Background: an optimization exercise with open tools, aiming at small area. Do not read the settings as production practice. At most, simulation tests tie the RTL to the original design; equivalence was not proved. Power is estimated from default activity; no workload was simulated.

Design user_logic, start of the top module:
module user_logic (
    input  logic                     user_clk,
    input  logic                     user_reset_p,
    input  logic                     cq_valid,
    input  pcie_tlp_pkg::mmio_req_t  cq_req,
    input  logic                     cc_ready,
    output logic                     cc_valid,
    output pcie_tlp_pkg::cpl_hdr_t   cc_hdr,
    output logic [63:0]              cc_data,
    input  logic                     rq_ready,
    output logic                     rq_valid,
    output pcie_tlp_pkg::rq_req_t    rq,
    input  logic                     rc_valid,
    input  pcie_tlp_pkg::rc_beat_t   rc
);
For scale: roughly 2,400 cells after synthesis, about 1,400 flip-flops, ~47,000 sq um of cells after synthesis.
export LEC_CHECK = 0
export CAP_MARGIN = 5
export CORE_MARGIN = 2
export CORE_UTILIZATION = 65
export CTS_CLUSTER_DIAMETER = 100
export CTS_CLUSTER_SIZE = 30
export SLEW_MARGIN = 5
create_clock -name core_clock -period 4.0 [get_ports {user_clk}]
standard.sh (not shown) runs the stock make flow with config.mk's settings and CLKGATE_MAP_FILE= SYNTH_SCRIPT=/design/flow/synth_recipe.tcl, a recipe that flattens the netlist after the stock synthesis.
==> flow/flow/run.sh <==
#!/bin/bash
# Standard ORFS layout, with the port buffers made from the smallest buffer cell.
set -euo pipefail
export BUFFER_PORTS_ARGS="-buffer_cell sky130_fd_sc_hd__buf_1"
bash standard.sh > flow_make.log 2>&1
Change:
Settings changed: CAP_MARGIN 5 to 20, CORE_UTILIZATION 65 to 40, SLEW_MARGIN 5 to 20.
After rerunning: Synthesized area is unchanged. Routed wire length rises by 2.6%. Clock skew went up by 0.010 ns. Global-route usage falls by 13 points. Non-clock buffer count grows by 14. Design area increases by 2.2%. Worst setup slack improves by 0.087 ns. Die area goes up by 61%. Worst hold slack loses 0.27 ns. Sequential power stays flat.
Change:
Settings changed: CTS_CLUSTER_DIAMETER 100 to default, CTS_CLUSTER_SIZE 30 to default.
After rerunning: The new run passed the timing, DRC and antenna checks. Wire length went up by about 1.4%. Critical path depth does not change. Global-route usage went up by 0.52 points. Sequential power is about the same. Power went up by 25%. Register-to-register slack gets better by 0.05 ns. Worst hold slack gets better by 0.22 ns. Core utilization went up by 2.4 points. Die area is unchanged. Clock power went up by about 80%.
Change:
Settings changed: CORE_UTILIZATION 40 to 65, CTS_CLUSTER_DIAMETER from default to 100, CTS_CLUSTER_SIZE from default to 30.
Outcome: Total power is lower by about a fifth. Critical path depth is unchanged. Sequential power is about the same. Clock power fell by well over a third. Combinational power is lower by a few percent. Cell area goes down by a few percent. Wire length decreases by a few percent. Worst setup slack degrades by 0.12 ns. Register-to-register slack gets worse by 0.30 ns. Synthesized area does not change.
Change:
Settings changed: CORE_UTILIZATION 65 to 75.
The changed run finished clean; total power is about the same; synthesized cell count stays the same; wire length is higher by a few percent; core utilization is higher by 10 points; die area is lower by roughly a tenth; register-to-register slack gains 0.10 ns.
Change:
Settings changed: CORE_UTILIZATION 75 to 65, GPL_TIMING_DRIVEN from default to 0.
=> This time the run finished but fails on negative setup slack. Die area goes up by 15%. Worst setup slack loses 0.61 ns. Routed wire length rose by about 7%. Register-to-register slack loses 0.62 ns. Cell area is higher by about 2.7%. Synthesized cell count is unchanged. Global-route usage is lower by 3.2 points.

---

== before ==
The RTL this note starts from:
==> flow/design.v <==
`timescale 1ns/1ps
package pcie_tlp_pkg;
    typedef enum logic [3:0] {
        REQ_READ  = 4'd0,
        REQ_WRITE = 4'd1
    } tlp_req_e;
    typedef logic [255:0] beat_t;        
    typedef struct packed {
        tlp_req_e    req_type;
        logic [15:0] reg_addr;            
        logic [63:0] payload;
        logic [15:0] requester_id;
        logic [7:0]  tag;
        logic [2:0]  tc;
        logic [6:0]  lower_addr;
        logic [10:0] dw_count;
    } mmio_req_t;
    typedef struct packed {
        logic [15:0] requester_id;
        logic [7:0]  tag;
        logic [2:0]  tc;
        logic [6:0]  lower_addr;
        logic [10:0] dword_count;
        logic [2:0]  status;
    } cpl_hdr_t;
    typedef struct packed {
        tlp_req_e    req_type;
        logic        sop;
        logic        last;
        logic [63:0] addr;
        logic [10:0] dw_count;            
        logic [7:0]  tag;
        logic [2:0]  tc;
        beat_t       payload;
    } rq_req_t;
    typedef struct packed {
        beat_t payload;
        logic  last;
    } rc_beat_t;
    localparam logic [2:0] CPL_STATUS_SC = 3'd0;    
endpackage
`timescale 1ns/1ps
package user_regs_pkg;
    localparam logic [15:0] REG_SCRATCH     = 16'h00;
    localparam logic [15:0] REG_ID          = 16'h04;
    localparam logic [15:0] REG_INT_CTRL    = 16'h08;
    localparam logic [15:0] REG_STATUS      = 16'h0C;
    localparam logic [15:0] REG_DMA_ADDR    = 16'h10;    
    localparam logic [15:0] REG_DMA_CTRL    = 16'h18;
    localparam logic [15:0] REG_DMA_STATUS  = 16'h1C;
    localparam logic [15:0] REG_RT_SRC_ADDR = 16'h20;
    localparam logic [15:0] REG_RT_DST_ADDR = 16'h28;
    localparam logic [15:0] REG_RT_CTRL     = 16'h30;
    localparam logic [15:0] REG_RT_STATUS   = 16'h34;    
    typedef enum logic [1:0] {
        RT_MODE_OFF   = 2'd0,
        RT_MODE_SMALL = 2'd1,
        RT_MODE_LARGE = 2'd2
    } rt_mode_e;
    localparam logic [10:0] RT_SMALL_DWS   = 11'd4;     
    localparam logic [10:0] RT_LARGE_DWS   = 11'd12;    
    localparam logic [63:0] RT_STATUS_DONE = 64'd2;
endpackage
`timescale 1ns/1ps
`timescale 1ns/1ps
`timescale 1ns/1ps
`timescale 1ns/1ps
`timescale 1ns/1ps
module user_logic (
    input  logic                     user_clk,
    input  logic                     user_reset_p,
    input  logic                     cq_valid,
    input  pcie_tlp_pkg::mmio_req_t  cq_req,
    input  logic                     cc_ready,
    output logic                     cc_valid,
    output pcie_tlp_pkg::cpl_hdr_t   cc_hdr,
    output logic [63:0]              cc_data,
    input  logic                     rq_ready,
    output logic                     rq_valid,
    output pcie_tlp_pkg::rq_req_t    rq,
    input  logic                     rc_valid,
    input  pcie_tlp_pkg::rc_beat_t   rc
);
    localparam int NREG = 10;
    function automatic logic [3:0] IDX(input int i);
        case (i)
            0: IDX = 4'd0;   1: IDX = 4'd1;   2: IDX = 4'd2;  3: IDX = 4'd3;
            4: IDX = 4'd4;   5: IDX = 4'd6;   6: IDX = 4'd7;  7: IDX = 4'd8;
            8: IDX = 4'd10;  default: IDX = 4'd12;
        endcase
    endfunction
    localparam int R_SRC  = 7;
    localparam int R_DST  = 8;
    localparam int R_CTRL = 9;
    localparam logic [3:0] IDX_STATUS = 4'd13;
    localparam logic [3:0] IDX_NONE   = 4'd15;
    logic [63:0]     r    [NREG];
    logic [NREG-1:0] rv;
    logic [NREG-1:0] hit;
    logic            hit_status;
    logic            addr_ok;
    logic            wr_req;
    logic            rd_req;
    assign addr_ok    = (cq_req.reg_addr[15:6] == '0) && (cq_req.reg_addr[1:0] == 2'b00);
    assign wr_req     = cq_valid && (cq_req.req_type == pcie_tlp_pkg::REQ_WRITE);
    assign rd_req     = cq_valid && (cq_req.req_type == pcie_tlp_pkg::REQ_READ);
    assign hit_status = addr_ok && (cq_req.reg_addr[5:2] == IDX_STATUS);
    for (genvar i = 0; i < NREG; i++) begin : g_reg
        assign hit[i] = addr_ok && (cq_req.reg_addr[5:2] == IDX(i));
        always_ff @(posedge user_clk or posedge user_reset_p) begin
            if (user_reset_p)
                rv[i] <= 1'b0;
            else if (wr_req && hit[i])
                rv[i] <= 1'b1;
        end
        always_ff @(posedge user_clk) begin
            if (wr_req && hit[i])
                r[i] <= cq_req.payload;
        end
    end
    logic        pending;
    logic        take_req;
    logic        send_cpl;
    logic [3:0]  rd_idx;
    logic [44:0] pend_hdr;
    logic [63:0] rd_data;
    assign take_req = !pending && rd_req;
    assign send_cpl = pending && cc_ready;
    always_ff @(posedge user_clk or posedge user_reset_p) begin
        if (user_reset_p) begin
            pending  <= 1'b0;
            cc_valid <= 1'b0;
        end else begin
            cc_valid <= send_cpl;
            if (take_req)
                pending <= 1'b1;
            else if (send_cpl)
                pending <= 1'b0;
        end
    end
    always_ff @(posedge user_clk) begin
        if (take_req) begin
            rd_idx   <= (hit != '0 || hit_status) ? cq_req.reg_addr[5:2] : IDX_NONE;
            pend_hdr <= cq_req[44:0];
        end
    end
    assign cc_hdr = {pend_hdr, pcie_tlp_pkg::CPL_STATUS_SC};
    logic rt_done;
    always_comb begin
        rd_data = '0;
        for (int i = 0; i < NREG; i++)
            if (rd_idx == IDX(i) && rv[i])
                rd_data = r[i];
        if (rd_idx == IDX_STATUS && rt_done)
            rd_data = user_regs_pkg::RT_STATUS_DONE;
    end
    always_ff @(posedge user_clk)
        cc_data <= rd_data;
    logic ctrl_small, ctrl_large, ctrl_off;
    assign ctrl_small = rv[R_CTRL] && (r[R_CTRL] == 64'd1);
    assign ctrl_large = rv[R_CTRL] && (r[R_CTRL] == 64'd2);
    assign ctrl_off   = !rv[R_CTRL] || (r[R_CTRL] == 64'd0);
    logic busy;          
    logic is_write;      
    logic second;        
    logic out_b0;        
    logic out_b1;        
    logic big;
    logic wait_data;     
    logic slot;
    logic rc_done;
    logic rq_accept;
    logic load_read, load_wr0, load_wr1, wr_last;
    logic capture;
    logic [63:0]  addr_q;
    logic [255:0] beat0, beat1;
    assign rq_accept = rq_valid && rq_ready;
    assign wr_last   = !big || second;
    assign load_read = !busy && (ctrl_small || ctrl_large);
    assign load_wr0  = wait_data && rc_done;
    assign load_wr1  = rq_accept && is_write && !wr_last;
    assign capture   = busy && rc_valid && !rc_done;
    always_ff @(posedge user_clk or posedge user_reset_p) begin
        if (user_reset_p) begin
            busy      <= 1'b0;
            rq_valid  <= 1'b0;
            rt_done   <= 1'b0;
            wait_data <= 1'b0;
            is_write  <= 1'b0;
            second    <= 1'b0;
            out_b0    <= 1'b0;
            out_b1    <= 1'b0;
            big     <= 1'b0;
            slot      <= 1'b0;
            rc_done   <= 1'b0;
        end else begin
            if (load_read) begin
                busy     <= 1'b1;
                rq_valid <= 1'b1;
                is_write <= 1'b0;
                second   <= 1'b0;
                out_b0   <= 1'b0;
                out_b1   <= 1'b0;
                big    <= ctrl_large;
            end
            if (rq_accept && !is_write) begin
                rq_valid  <= 1'b0;
                wait_data <= 1'b1;
            end
            if (load_wr0) begin
                wait_data <= 1'b0;
                rq_valid  <= 1'b1;
                is_write  <= 1'b1;
                out_b0    <= 1'b1;
            end
            if (load_wr1) begin
                second <= 1'b1;
                out_b0 <= 1'b0;
                out_b1 <= 1'b1;
            end
            if (rq_accept && is_write && wr_last) begin
                rq_valid <= 1'b0;
                rt_done  <= 1'b1;
            end
            if (rt_done && ctrl_off) begin
                rt_done <= 1'b0;
                busy    <= 1'b0;
            end
            if (!busy) begin
                slot    <= 1'b0;
                rc_done <= 1'b0;
            end else if (capture) begin
                if (rc.last)
                    rc_done <= 1'b1;
                else
                    slot <= 1'b1;
            end
        end
    end
    always_ff @(posedge user_clk) begin
        if (load_read || load_wr0)
            addr_q <= load_read ? (rv[R_SRC] ? r[R_SRC] : '0)
                                : (rv[R_DST] ? r[R_DST] : '0);
        if (capture && !slot)
            beat0 <= rc.payload;
        if (capture && slot)
            beat1 <= rc.payload;
    end
    always_comb begin
        rq.req_type = is_write ? pcie_tlp_pkg::REQ_WRITE : pcie_tlp_pkg::REQ_READ;
        rq.sop      = !second;
        rq.last     = !is_write || wr_last;
        rq.addr     = addr_q;
        rq.dw_count = big ? user_regs_pkg::RT_LARGE_DWS : user_regs_pkg::RT_SMALL_DWS;
        rq.tag      = is_write ? 8'd2 : 8'd1;
        rq.tc       = 3'd0;
        rq.payload  = (beat0 & {256{out_b0}}) | (beat1 & {256{out_b1}});
    end
endmodule
Settings: LEC_CHECK=0, CAP_MARGIN=20, CORE_MARGIN=2, CORE_UTILIZATION=40, CTS_BUF_LIST=sky130_fd_sc_hd__clkbuf_8, SLEW_MARGIN=20; clock period 4.0 ns.
Scripts as last shown in full above: flow/flow/run.sh
before closes out successfully: all stages finished, all timing, DRC and antenna checks passed.
Changes in after relative to before:
- changing CTS_BUF_LIST from sky130_fd_sc_hd__clkbuf_8 to sky130_fd_sc_hd__clkbuf_4
==> run summary <==
The leakage power figure of after is higher than that of before.
Fmax in after is 15 MHz lower than in before
Setup WNS before -> after: worse
Between after and before, it is after whose power share of the combinational group is higher, by 0.3 points.
No run of this note included a check of the RTL's function; only the layout flow was run.

separate check: timing with driven ports:
The flow's constraints put no driver on any port. The routed layouts listed below were extracted and timed again, unchanged, in two steps. Step 1, drivers: a clkbuf_16 drives user_clk and a buf_2 each remaining input, both assumed. Step 2 moves the port delays by t, midway between the first and last clock arrival at a register: inputs arrive t later, outputs are due t later. That takes back most of the time a late clock gives input paths. Slacks: ideal ports / drivers / drivers and shift; pairs: ideal ports / drivers.
| run | t (ns) | slack for setup (ns) | hold slack, ns | worst setup path after step 2 | clock arrival spread, ns |
|---|---|---|---|---|---|
| the first run of note 1 | 0.730 | 0.533 / 0.466 / 0.478 | 0.286 / 0.254 / 0.478 | input to register | 0.054 / 0.055 |
| the second run of note 1 | 0.752 | 0.619 / 0.538 / 0.733 | 0.020 / -0.033 / 0.469 | input to register | 0.071 / 0.071 |
| the third run of note 1 | 0.800 | 0.632 / 0.549 / 0.709 | 0.236 / 0.180 / 0.459 | input to register | 0.055 / 0.055 |
| the fourth run of note 1 | 0.715 | 0.516 / 0.451 / 0.495 | 0.307 / 0.270 / 0.479 | input to register | 0.037 / 0.038 |
| the fifth run of note 1 | 0.738 | 0.533 / 0.465 / 0.549 | 0.278 / 0.242 / 0.482 | input to register | 0.041 / 0.041 |
| the sixth run of note 1 | 0.714 | -0.078 / -0.146 / -0.473 | 0.042 / 0.001 / 0.479 | input to register | 0.035 / 0.035 |
| before | 0.968 | 0.476 / 0.405 / 0.567 | 0.127 / 0.084 / 0.464 | input to register | 0.059 / 0.059 |
| after | 1.284 | 0.278 / 0.209 / 0.388 | 0.203 / 0.170 / 0.465 | input to register | 0.105 / 0.105 |
The setup slack of the sixth run of note 1, which loses most, moves by -0.068 ns with the drivers and by -0.395 ns with both steps.
